From an optimization exercise on the open Yosys and OpenROAD flow, aimed at small area and a short achievable clock period; shortcuts taken in it are not production practice.
Only simulation tests tie the RTL to the original design; equivalence was not proved.

$ cat config.mk
export PLATFORM = sky130hd
export DESIGN_NAME = mecanum_wheel_mixer_top
export DESIGN_NICKNAME = mecanum_wheel_mixer_top
export VERILOG_FILES = /design/flow/design.v
export SDC_FILE = /design/flow/constraint.sdc
export NUM_CORES = 4
export LEC_CHECK = 0
export CAP_MARGIN = 20
export CORE_MARGIN = 2
export CORE_UTILIZATION = 40
export SLEW_MARGIN = 20
$ cat constraint.sdc
create_clock -name core_clock -period 8.5 [get_ports {clk_i}]
set_input_delay 1.7000 -clock core_clock [delete_from_list [all_inputs] [get_ports {clk_i}]]
set_output_delay 1.7000 -clock core_clock [all_outputs]
set_load 0.01 [all_outputs]
$ cat design.v
`timescale 1ns / 1ps
`default_nettype none
package mwm_pkg;
  localparam int CMD_W   = 9;    
  localparam int OUT_W   = 9;    
  localparam int MP_W    = 8;    
  localparam int PWR_W   = 11;   
  localparam int MAG_W   = 10;   
  localparam int LANES   = 4;    
  localparam int OUT_LIMIT = 255;
  localparam logic [MP_W-1:0] MP_RESET = 8'd25;
  localparam int FULL_SCALE_DEF = 255;
  localparam int APB_AW    = 3;
  localparam int APB_DW    = 32;
  localparam int REG_IDX_W = 1;
  localparam logic [REG_IDX_W-1:0] REG_MIN_POWER = 1'b0;
  localparam int LANE_FL = 0;
  localparam int LANE_FR = 1;
  localparam int LANE_BL = 2;
  localparam int LANE_BR = 3;
endpackage
`default_nettype wire
`timescale 1ns / 1ps
`default_nettype none
import mwm_pkg::*;
module mwm_apb (
  input  logic              clk_i,
  input  logic              rst_ni,
  input  logic              psel,
  input  logic              penable,
  input  logic              pwrite,
  input  logic [APB_AW-1:0] paddr,
  input  logic [APB_DW-1:0] pwdata,
  output logic [APB_DW-1:0] prdata,
  output logic              pready,
  output logic [MP_W-1:0]   min_power_o
);
  logic [MP_W-1:0]      min_power_q, min_power_d;
  logic [REG_IDX_W-1:0] reg_idx;
  logic                 wr_en;
  assign pready  = 1'b1;
  assign reg_idx = paddr[APB_AW-1:2];
  assign wr_en   = psel && penable && pwrite && pready;
  always_comb begin
    min_power_d = min_power_q;
    if (wr_en && (reg_idx == REG_MIN_POWER)) begin
      min_power_d = pwdata[MP_W-1:0];
    end
  end
  always_ff @(posedge clk_i or negedge rst_ni) begin
    if (!rst_ni) begin
      min_power_q <= MP_RESET;
    end else begin
      min_power_q <= min_power_d;
    end
  end
  always_comb begin
    case (reg_idx)
      REG_MIN_POWER: prdata = APB_DW'(min_power_q);
      default:       prdata = '0;
    endcase
  end
  assign min_power_o = min_power_q;
endmodule
`default_nettype wire
`timescale 1ns / 1ps
`default_nettype none
import mwm_pkg::*;
module mwm_mix #(
  parameter int FULL_SCALE = FULL_SCALE_DEF,
  parameter int QW = $clog2(FULL_SCALE + 1),
  parameter int NW = MAG_W + QW
) (
  input  logic                         clk_i,
  input  logic                         rst_ni,
  input  logic                         valid_i,
  input  logic signed [CMD_W-1:0]      strafe_i,
  input  logic signed [CMD_W-1:0]      forward_i,
  input  logic signed [CMD_W-1:0]      rotate_i,
  output logic                         valid_o,
  output logic                         scale_o,
  output logic [LANES-1:0][PWR_W-1:0]  p_o,
  output logic [LANES-1:0][NW-1:0]     num_o,
  output logic [MAG_W-1:0]             top_o
);
  logic signed [PWR_W-1:0]    x, y, z;
  logic [LANES-1:0][PWR_W-1:0] mix_d;
  logic [LANES-1:0][PWR_W-1:0] p1_q;
  logic                        v1_q;
  logic [LANES-1:0][MAG_W-1:0] mag;
  logic [MAG_W-1:0]            max01, max23, top_d;
  logic [LANES-1:0][NW-1:0]    num_d;
  logic [LANES-1:0][PWR_W-1:0] p2_q;
  logic [LANES-1:0][NW-1:0]    num_q;
  logic [MAG_W-1:0]            top_q;
  logic                        valid_q, scale_q, scale_d;
  always_comb begin
    x = PWR_W'(strafe_i);
    y = PWR_W'(forward_i);
    z = PWR_W'(rotate_i);
    mix_d[LANE_FL] = y + x + z;
    mix_d[LANE_FR] = y - x - z;
    mix_d[LANE_BL] = y - x + z;
    mix_d[LANE_BR] = y + x - z;
  end
  always_ff @(posedge clk_i) begin
    p1_q <= mix_d;
  end
  always_ff @(posedge clk_i or negedge rst_ni) begin
    if (!rst_ni) begin
      v1_q <= 1'b0;
    end else begin
      v1_q <= valid_i;
    end
  end
  always_comb begin
    for (int l = 0; l < LANES; l++) begin
      mag[l]   = p1_q[l][PWR_W-1] ? MAG_W'(-p1_q[l]) : MAG_W'(p1_q[l]);
      num_d[l] = NW'(mag[l]) * NW'(FULL_SCALE);
    end
    max01   = (mag[1] > mag[0]) ? mag[1] : mag[0];
    max23   = (mag[3] > mag[2]) ? mag[3] : mag[2];
    top_d   = (max23 > max01) ? max23 : max01;
    scale_d = 32'(top_d) > 32'(FULL_SCALE);
  end
  always_ff @(posedge clk_i) begin
    p2_q  <= p1_q;
    num_q <= num_d;
    top_q <= top_d;
  end
  always_ff @(posedge clk_i or negedge rst_ni) begin
    if (!rst_ni) begin
      valid_q <= 1'b0;
      scale_q <= 1'b0;
    end else begin
      valid_q <= v1_q;
      scale_q <= scale_d;
    end
  end
  assign valid_o = valid_q;
  assign scale_o = scale_q;
  assign p_o     = p2_q;
  assign num_o   = num_q;
  assign top_o   = top_q;
endmodule
`default_nettype wire
`timescale 1ns / 1ps
`default_nettype none
import mwm_pkg::*;
module mwm_div #(
  parameter int FULL_SCALE = FULL_SCALE_DEF,
  parameter int QW = $clog2(FULL_SCALE + 1),
  parameter int NW = MAG_W + QW
) (
  input  logic                        clk_i,
  input  logic                        rst_ni,
  input  logic                        valid_i,
  input  logic                        scale_i,
  input  logic [LANES-1:0][PWR_W-1:0] p_i,
  input  logic [LANES-1:0][NW-1:0]    num_i,
  input  logic [MAG_W-1:0]            top_i,
  output logic                        valid_o,
  output logic [LANES-1:0][PWR_W-1:0] p_o
);
  logic [QW-1:0][LANES-1:0][NW-1:0]    rem_q;
  logic [QW-1:0][LANES-1:0][QW-1:0]    quo_q;
  logic [QW-1:0][LANES-1:0][PWR_W-1:0] p_q;
  logic [QW-1:0][MAG_W-1:0]            top_q;
  logic [QW-1:0]                       valid_q;
  logic [QW-1:0]                       scale_q;
  logic [QW-1:0][LANES-1:0][NW-1:0]    rem_in;
  logic [QW-1:0][LANES-1:0][QW-1:0]    quo_in;
  logic [QW-1:0][LANES-1:0][PWR_W-1:0] p_in;
  logic [QW-1:0][MAG_W-1:0]            top_in;
  logic [QW-1:0]                       valid_in, scale_in;
  logic [QW-1:0][NW-1:0]               dvs;
  logic [QW-1:0][LANES-1:0][NW-1:0]    rem_d;
  logic [QW-1:0][LANES-1:0][QW-1:0]    quo_d;
  assign rem_in[0]   = num_i;
  assign quo_in[0]   = '0;
  assign p_in[0]     = p_i;
  assign top_in[0]   = top_i;
  assign valid_in[0] = valid_i;
  assign scale_in[0] = scale_i;
  for (genvar i = 1; i < QW; i++) begin : g_link
    assign rem_in[i]   = rem_q[i-1];
    assign quo_in[i]   = quo_q[i-1];
    assign p_in[i]     = p_q[i-1];
    assign top_in[i]   = top_q[i-1];
    assign valid_in[i] = valid_q[i-1];
    assign scale_in[i] = scale_q[i-1];
  end
  for (genvar i = 0; i < QW; i++) begin : g_stage
    localparam int B = QW - 1 - i;
    always_comb begin
      dvs[i] = NW'(top_in[i]) << B;
      for (int l = 0; l < LANES; l++) begin
        rem_d[i][l] = rem_in[i][l];
        quo_d[i][l] = quo_in[i][l];
        if (rem_in[i][l] >= dvs[i]) begin
          rem_d[i][l] = rem_in[i][l] - dvs[i];
          quo_d[i][l] = quo_in[i][l] | (QW'(1) << B);
        end
      end
    end
    always_ff @(posedge clk_i) begin
      rem_q[i] <= rem_d[i];
      quo_q[i] <= quo_d[i];
      p_q[i]   <= p_in[i];
      top_q[i] <= top_in[i];
    end
    always_ff @(posedge clk_i or negedge rst_ni) begin
      if (!rst_ni) begin
        valid_q[i] <= 1'b0;
        scale_q[i] <= 1'b0;
      end else begin
        valid_q[i] <= valid_in[i];
        scale_q[i] <= scale_in[i];
      end
    end
  end
  logic [LANES-1:0][PWR_W-1:0] qs;
  always_comb begin
    for (int l = 0; l < LANES; l++) begin
      qs[l] = PWR_W'(quo_q[QW-1][l]);
      if (scale_q[QW-1]) begin
        p_o[l] = p_q[QW-1][l][PWR_W-1] ? PWR_W'(-qs[l]) : qs[l];
      end else begin
        p_o[l] = p_q[QW-1][l];
      end
    end
  end
  assign valid_o = valid_q[QW-1];
endmodule
`default_nettype wire
`timescale 1ns / 1ps
`default_nettype none
import mwm_pkg::*;
module mwm_dband (
  input  logic                        clk_i,
  input  logic                        rst_ni,
  input  logic                        valid_i,
  input  logic [LANES-1:0][PWR_W-1:0] p_i,
  input  logic [MP_W-1:0]             min_power_i,
  output logic                        valid_o,
  output logic [LANES-1:0][OUT_W-1:0] pwr_o
);
  localparam int PROD_W = MAG_W + MP_W;     
  localparam int P257_W = PROD_W + 9;       
  localparam int RES_W  = PWR_W + 1;
  localparam int SHIFT  = 16;
  logic [LANES-1:0][PWR_W-1:0]  base;
  logic [LANES-1:0][MAG_W-1:0]  bmag;
  logic [MP_W-1:0]              span;
  logic [LANES-1:0][PROD_W-1:0] m_d;
  logic [LANES-1:0][PROD_W-1:0] ma_q;
  logic [LANES-1:0]             pnega_q;
  logic [LANES-1:0]             nega_q;
  logic [LANES-1:0]             zeroa_q;
  logic [MP_W-1:0]              mpa_q;
  logic                         va_q;
  always_comb begin
    span = MP_W'(OUT_LIMIT) - min_power_i;
    for (int l = 0; l < LANES; l++) begin
      base[l] = p_i[l][PWR_W-1] ? p_i[l] + PWR_W'(OUT_LIMIT) : p_i[l];
      bmag[l] = base[l][PWR_W-1] ? MAG_W'(-base[l]) : MAG_W'(base[l]);
      m_d[l]  = PROD_W'(bmag[l]) * PROD_W'(span);
    end
  end
  always_ff @(posedge clk_i) begin
    for (int l = 0; l < LANES; l++) begin
      ma_q[l]    <= m_d[l];
      pnega_q[l] <= base[l][PWR_W-1];
      nega_q[l]  <= p_i[l][PWR_W-1];
      zeroa_q[l] <= (p_i[l] == '0);
    end
    mpa_q <= min_power_i;
  end
  logic [LANES-1:0][P257_W-1:0] p257;
  logic [LANES-1:0][MAG_W-1:0]  estb_q;
  logic [LANES-1:0][PROD_W-1:0] mb_q;
  logic [LANES-1:0]             pnegb_q;
  logic [LANES-1:0]             negb_q;
  logic [LANES-1:0]             zerob_q;
  logic [MP_W-1:0]              mpb_q;
  logic                         vb_q;
  always_comb begin
    for (int l = 0; l < LANES; l++) begin
      p257[l] = (P257_W'(ma_q[l]) << 8) + P257_W'(ma_q[l]);
    end
  end
  always_ff @(posedge clk_i) begin
    for (int l = 0; l < LANES; l++) begin
      estb_q[l]  <= MAG_W'(p257[l] >> SHIFT);
      mb_q[l]    <= ma_q[l];
      pnegb_q[l] <= pnega_q[l];
      negb_q[l]  <= nega_q[l];
      zerob_q[l] <= zeroa_q[l];
    end
    mpb_q <= mpa_q;
  end
  logic [LANES-1:0][PROD_W-1:0] est255;
  logic [LANES-1:0][PROD_W-1:0] rem;
  logic [LANES-1:0][MAG_W-1:0]  quo;
  logic signed [RES_W-1:0]      qs;
  logic signed [RES_W-1:0]      res;
  logic [LANES-1:0][OUT_W-1:0]  pwr_d;
  logic [LANES-1:0][OUT_W-1:0]  pwr_q;
  logic                         vc_q;
  always_comb begin
    qs  = '0;
    res = '0;
    for (int l = 0; l < LANES; l++) begin
      est255[l] = (PROD_W'(estb_q[l]) << 8) - PROD_W'(estb_q[l]);
      rem[l]    = mb_q[l] - est255[l];
      quo[l]    = (rem[l] >= PROD_W'(OUT_LIMIT)) ? estb_q[l] + MAG_W'(1) : estb_q[l];
      qs        = RES_W'(quo[l]);
      if (pnegb_q[l]) begin
        qs = -qs;
      end
      if (negb_q[l]) begin
        res = qs - RES_W'(OUT_LIMIT);
      end else begin
        res = qs + RES_W'(mpb_q);
      end
      if (zerob_q[l]) begin
        pwr_d[l] = '0;
      end else if (res > $signed(RES_W'(OUT_LIMIT))) begin
        pwr_d[l] = OUT_W'(OUT_LIMIT);
      end else if (res < -$signed(RES_W'(OUT_LIMIT))) begin
        pwr_d[l] = OUT_W'(-OUT_LIMIT);
      end else begin
        pwr_d[l] = OUT_W'(res);
      end
    end
  end
  always_ff @(posedge clk_i) begin
    pwr_q <= pwr_d;
  end
  always_ff @(posedge clk_i or negedge rst_ni) begin
    if (!rst_ni) begin
      va_q <= 1'b0;
      vb_q <= 1'b0;
      vc_q <= 1'b0;
    end else begin
      va_q <= valid_i;
      vb_q <= va_q;
      vc_q <= vb_q;
    end
  end
  assign valid_o = vc_q;
  assign pwr_o   = pwr_q;
endmodule
`default_nettype wire
`timescale 1ns / 1ps
`default_nettype none
import mwm_pkg::*;
module mecanum_wheel_mixer_top #(
  parameter int FULL_SCALE = FULL_SCALE_DEF
) (
  input  logic                    clk_i,
  input  logic                    rst_ni,
  input  logic                    start,
  output logic                    busy,
  input  logic signed [CMD_W-1:0] strafe_cmd_i,
  input  logic signed [CMD_W-1:0] forward_cmd_i,
  input  logic signed [CMD_W-1:0] rotate_cmd_i,
  output logic                    done_o,
  output logic signed [OUT_W-1:0] front_left_power_o,
  output logic signed [OUT_W-1:0] front_right_power_o,
  output logic signed [OUT_W-1:0] back_left_power_o,
  output logic signed [OUT_W-1:0] back_right_power_o,
  input  logic                    psel,
  input  logic                    penable,
  input  logic                    pwrite,
  input  logic [APB_AW-1:0]       paddr,
  input  logic [APB_DW-1:0]       pwdata,
  output logic [APB_DW-1:0]       prdata,
  output logic                    pready
);
  localparam int QW = $clog2(FULL_SCALE + 1);
  localparam int NW = MAG_W + QW;
  logic                    busy_q;
  logic                    accept;
  logic [MP_W-1:0]         min_power;
  logic                        mix_valid;
  logic                        mix_scale;
  logic [LANES-1:0][PWR_W-1:0] mix_p;
  logic [LANES-1:0][NW-1:0]    mix_num;
  logic [MAG_W-1:0]            mix_top;
  logic                        div_valid;
  logic [LANES-1:0][PWR_W-1:0] div_p;
  logic [LANES-1:0][OUT_W-1:0] pwr;
  always_ff @(posedge clk_i or negedge rst_ni) begin
    if (!rst_ni) begin
      busy_q <= 1'b1;
    end else begin
      busy_q <= 1'b0;
    end
  end
  assign busy   = busy_q;
  assign accept = start && !busy_q;
  mwm_apb u_apb (
    .clk_i       (clk_i),
    .rst_ni      (rst_ni),
    .psel        (psel),
    .penable     (penable),
    .pwrite      (pwrite),
    .paddr       (paddr),
    .pwdata      (pwdata),
    .prdata      (prdata),
    .pready      (pready),
    .min_power_o (min_power)
  );
  mwm_mix #(.FULL_SCALE(FULL_SCALE)) u_mix (
    .clk_i     (clk_i),
    .rst_ni    (rst_ni),
    .valid_i   (accept),
    .strafe_i  (strafe_cmd_i),
    .forward_i (forward_cmd_i),
    .rotate_i  (rotate_cmd_i),
    .valid_o   (mix_valid),
    .scale_o   (mix_scale),
    .p_o       (mix_p),
    .num_o     (mix_num),
    .top_o     (mix_top)
  );
  mwm_div #(.FULL_SCALE(FULL_SCALE)) u_div (
    .clk_i   (clk_i),
    .rst_ni  (rst_ni),
    .valid_i (mix_valid),
    .scale_i (mix_scale),
    .p_i     (mix_p),
    .num_i   (mix_num),
    .top_i   (mix_top),
    .valid_o (div_valid),
    .p_o     (div_p)
  );
  mwm_dband u_dband (
    .clk_i       (clk_i),
    .rst_ni      (rst_ni),
    .valid_i     (div_valid),
    .p_i         (div_p),
    .min_power_i (min_power),
    .valid_o     (done_o),
    .pwr_o       (pwr)
  );
  assign front_left_power_o  = pwr[LANE_FL];
  assign front_right_power_o = pwr[LANE_FR];
  assign back_left_power_o   = pwr[LANE_BL];
  assign back_right_power_o  = pwr[LANE_BR];
endmodule
`default_nettype wire
$ cat run.sh
#!/bin/bash
# synth_recipe.tcl (not shown) runs the flow's synth.tcl, then flattens the netlist and writes it again
# the make line also repeats each setting of config.mk as NAME=value (left out here)
make -C /OpenROAD-flow-scripts/flow DESIGN_CONFIG=/design/flow/config.mk WORK_HOME=/design/flow/orfs CLKGATE_MAP_FILE= SYNTH_SCRIPT=/design/flow/synth_recipe.tcl finish
==> key figures <==
Worst setup path
  – Crit path capture type: flop
  – Most frequent CP cell: ha_1
  – Crit-path max FO: 11
  – Slowest stage delay, CP: 560 ps
  – Startpoint types: flop
  – WP data arrival: 8660 ps
  – WP data required: 9200 ps
  – CP Class: reg2reg
  – Critical path's slowest cell: dfxtp_1

Floorplan
  – CORE AREA: 210000 um^2
  – Starting density of the core: 40.3%
  – Die area: 215000 um^2
  – Die width: 463 um
  – Cell Rows: 168
  – Io pins: 139
  – Die Height: 463 um

CTS
  – Num CTS Buffers: 156
  – CTS root buffer: clkbuf_16
  – CTS tree: yes
  – H-tree levels: 4
  – Clock sink total: 1479
  – Worst-path clk slew: 60 ps
  – Clk buf depth: 3
  – CTS Hold Bufs: 0
  – Worst-Skew Late Latency: 800 ps

Timing
  – Worst-margin pin slew: 1210 ps
  – RSZ-0062 raised after global routing: no
  – Headroom to the max-slew limit: 18.7%
  – Final setup TNS: 0 ps
  – Hold Fails Final Rpt: 0
  – Min Clock Period, post-route: 7950 ps
  – Clk_skew: 35.4 ps
  – Final Slew Violations: 0
  – Final setup fails: 0
  – Final period util: 93.6%
  – Fmax: 0.126 GHz

Synthesis
  – Number of synthesized flops with an enable pin: 0
  – Post-synth cell types: 116
  – Async SR Flop Fraction: 2.10%
  – Seq/Total Area, Yosys: 35.3%
  – #FFs+latches synth: 1479
  – Syn Inst Count: 9018
  – Cell Area, Synth: 84400 um^2
  – Most used DFF post-synth: dfxtp_1
  – Yosys warns: 5
  – Mean Syn Cell Area: 9.36 um^2

Final layout
  – P&R area growth vs syn: 12.0%
  – Nets@finish: 10600
  – Post-route insts no fill: 12100
  – Layout cell share with drive strength beyond 1: 6.66%
  – FF+latch area: 29800 um^2
  – Fillers: 19900
  – Multi-input gate area: 49900 um^2

Detailed routing
  – Drt wl/cell: 17.1 um
  – DRT iter0 DRCs: 3053
  – Metal-1 WL: 91200 um
  – Via Count: 60200
  – Top routing layer used: met5
  – Vias per cell: 4.97
  – WL met3: 6590 um
  – Drt drc: 0
  – Drt pass-1 iters: 5
  – Wire length on met2: 99200 um
  – Final WL: 207000 um
  – Final ANT Viol Nets: 0

Status
  – Outcome: finished clean

Global route
  – Largest net degree at the start of global routing: 44
  – Initial antenna violation count: 9
  – All-Layer GR Usage: 19.0%
  – Grt ovf: 0
  – Number of global-route vias before repair: 60500
  – Global-route wire length before repair: 328000 um

Place
  – Placed cells: 11800
  – HPWL after DPL: 169000 um
  – Port Buf Inserts: 87
  – Placer Congestion: 0.916

Flow run
  – Max-Cap Viols: 0

Worst hold path
  – Hold Crit Class: reg2reg
## flip-flops by register name (all words and copies together) (netlist names), 10 cells and up
name	count
u_mix.top_q	10
u_div.top_q	70
u_mix.num_q	68
u_dband.ma_q	72
u_div.rem_q	482
u_div.quo_q	144
u_div.p_q	330
u_mix.p1_q	42
u_dband.pwr_q	36
u_mix.p2_q	42
u_dband.mb_q	72
u_dband.estb_q	40
## final timing paths
kind / end / slack [ps] / cells past startpoint / from
max: u_dband.pwr_q[12] / 550 / 31 / u_dband.estb_q[12]
min: u_div.quo_q[251] / 300 / 0 / u_div.quo_q[219]
max reg2reg: u_dband.pwr_q[12] / 550 / 31 / u_dband.estb_q[12]
min reg2reg: u_div.quo_q[251] / 300 / 0 / u_div.quo_q[219]
max in group asynchronous: u_div.scale_q[7] / 6770 / 1 / rst_ni
min in group asynchronous: u_div.valid_q[0] / 1080 / 1 / rst_ni
## cells in the final DEF, fill, tap and decap left out, types with 219 or more instances in the layout
cell	Yosys	routed
a21o_1	219	219
a21oi_1	606	606
dfxtp_1	1448	1445
fa_1	398	398
ha_1	939	938
inv_1	1078	1077
nand2_1	501	501
nor2_1	732	732
o21ai_0	380	376
xnor2_1	402	400
xor2_1	297	294
## per-layer routing
layer,global-route usage [%],up-vias
li1,-,30600
met1,23.6,28100
met2,32.9,1102
met3,2.29,404
met4,8.56,2
met5,0,-
## kinds of logic after synthesis
family | after synthesis | share of synthesized area (%)
simple gates | 2390 | 14.1
compound gates | 1714 | 12.7
flops | 1479 | 35.3
fa+ha+maj | 1338 | 23.4
buf+inv | 1287 | 5.85
xor+xnor | 704 | 7.38
mux | 104 | 1.28
other cells | 2 | 0.00890
## final cells by class
class | count | area share (%)
diodes | 4 | 0.0106
inverters | 1085 | 4.31
clock buffers | 196 | 4.53
clock inverters | 93 | 1.44
flip-flops and latches | 1479 | 31.5
well taps | 2805 | 3.71
repair buffers | 176 | 1.66
multi-input cells | 6276 | 52.8
## what timing repair did
| action | CTS | global route |
|---|---|---|
| gates resized for setup | 0 | 24 |
| setup endpoints to repair | 0 | 38 |
| setup buffers | 0 | 7 |
| endpoints found under the hold margin | 0 | 0 |
## through the flow
step	utilization (%)	hold slack, ps	setup slack (ps)	instance area [um^2]
6_report	45.1	304	546	94500
3_5_place_dp	42.3	312	349	88700
5_1_grt	45.1	322	2.43	94500
4_1_cts	45.0	309	307	94300
2_1_floorplan	-	310	1210	84500
3_3_place_gp	42.3	310	492	88700
## critical path, delay by kind of cell, from the launching register on
kind	cells	cell delay (ps)
AND/OR/NAND/NOR	8	2080
AO/OA/AOI/OAI	13	2430
flip-flops	1	560
buffers and inverters	4	760
adder cells (fa/ha/maj)	4	1340
XOR/XNOR	2	690
## synthesized netlist by cell type (all sizes together), types with 55 or more instances
cell type,number,area (um^2)
clkbuf,159,598
nor3,116,602
fa,398,7970
a21o,219,1640
nand3,115,581
inv,1079,4050
a21oi,608,3050
nand4,82,513
o21bai,57,432
nand2,501,1880
nor4,103,666
nor2b,132,826
ha,939,11700
xnor2,402,3520
dfxtp,1448,29000
or2,143,895
o21ai,392,1970
and2,55,344
nand2b,204,1280
mux2i,72,721
nor2,732,2750
xor2,298,2620
o31ai,56,430

-- re-timing with driven ports --
No port has a modelled driver above. Below, the same layout with a new extraction and two added sets of constraints. Step 1 assumes that a clkbuf_16 drives the clock port and a buf_2 every other input. Step 2 also shifts input and output timing later by t, the mid clock arrival at the registers, as if the neighbouring blocks saw the same clock. Slacks: ideal / step 1 / step 2; pairs: ideal / step 1.
t, ns: 0.870
setup slack, ns: 0.546 / 0.546 / 0.546
worst hold slack (ns): 0.304 / 0.304 / 0.304
latest minus earliest clock arrival (ns): 0.051 / 0.050
slew at the worst register clock pin (ns): 0.07 / 0.07
After both steps this run still meets setup and hold. For this run, drivers alone change the setup slack by 0.000 ns; drivers and shift together by 0.000 ns.
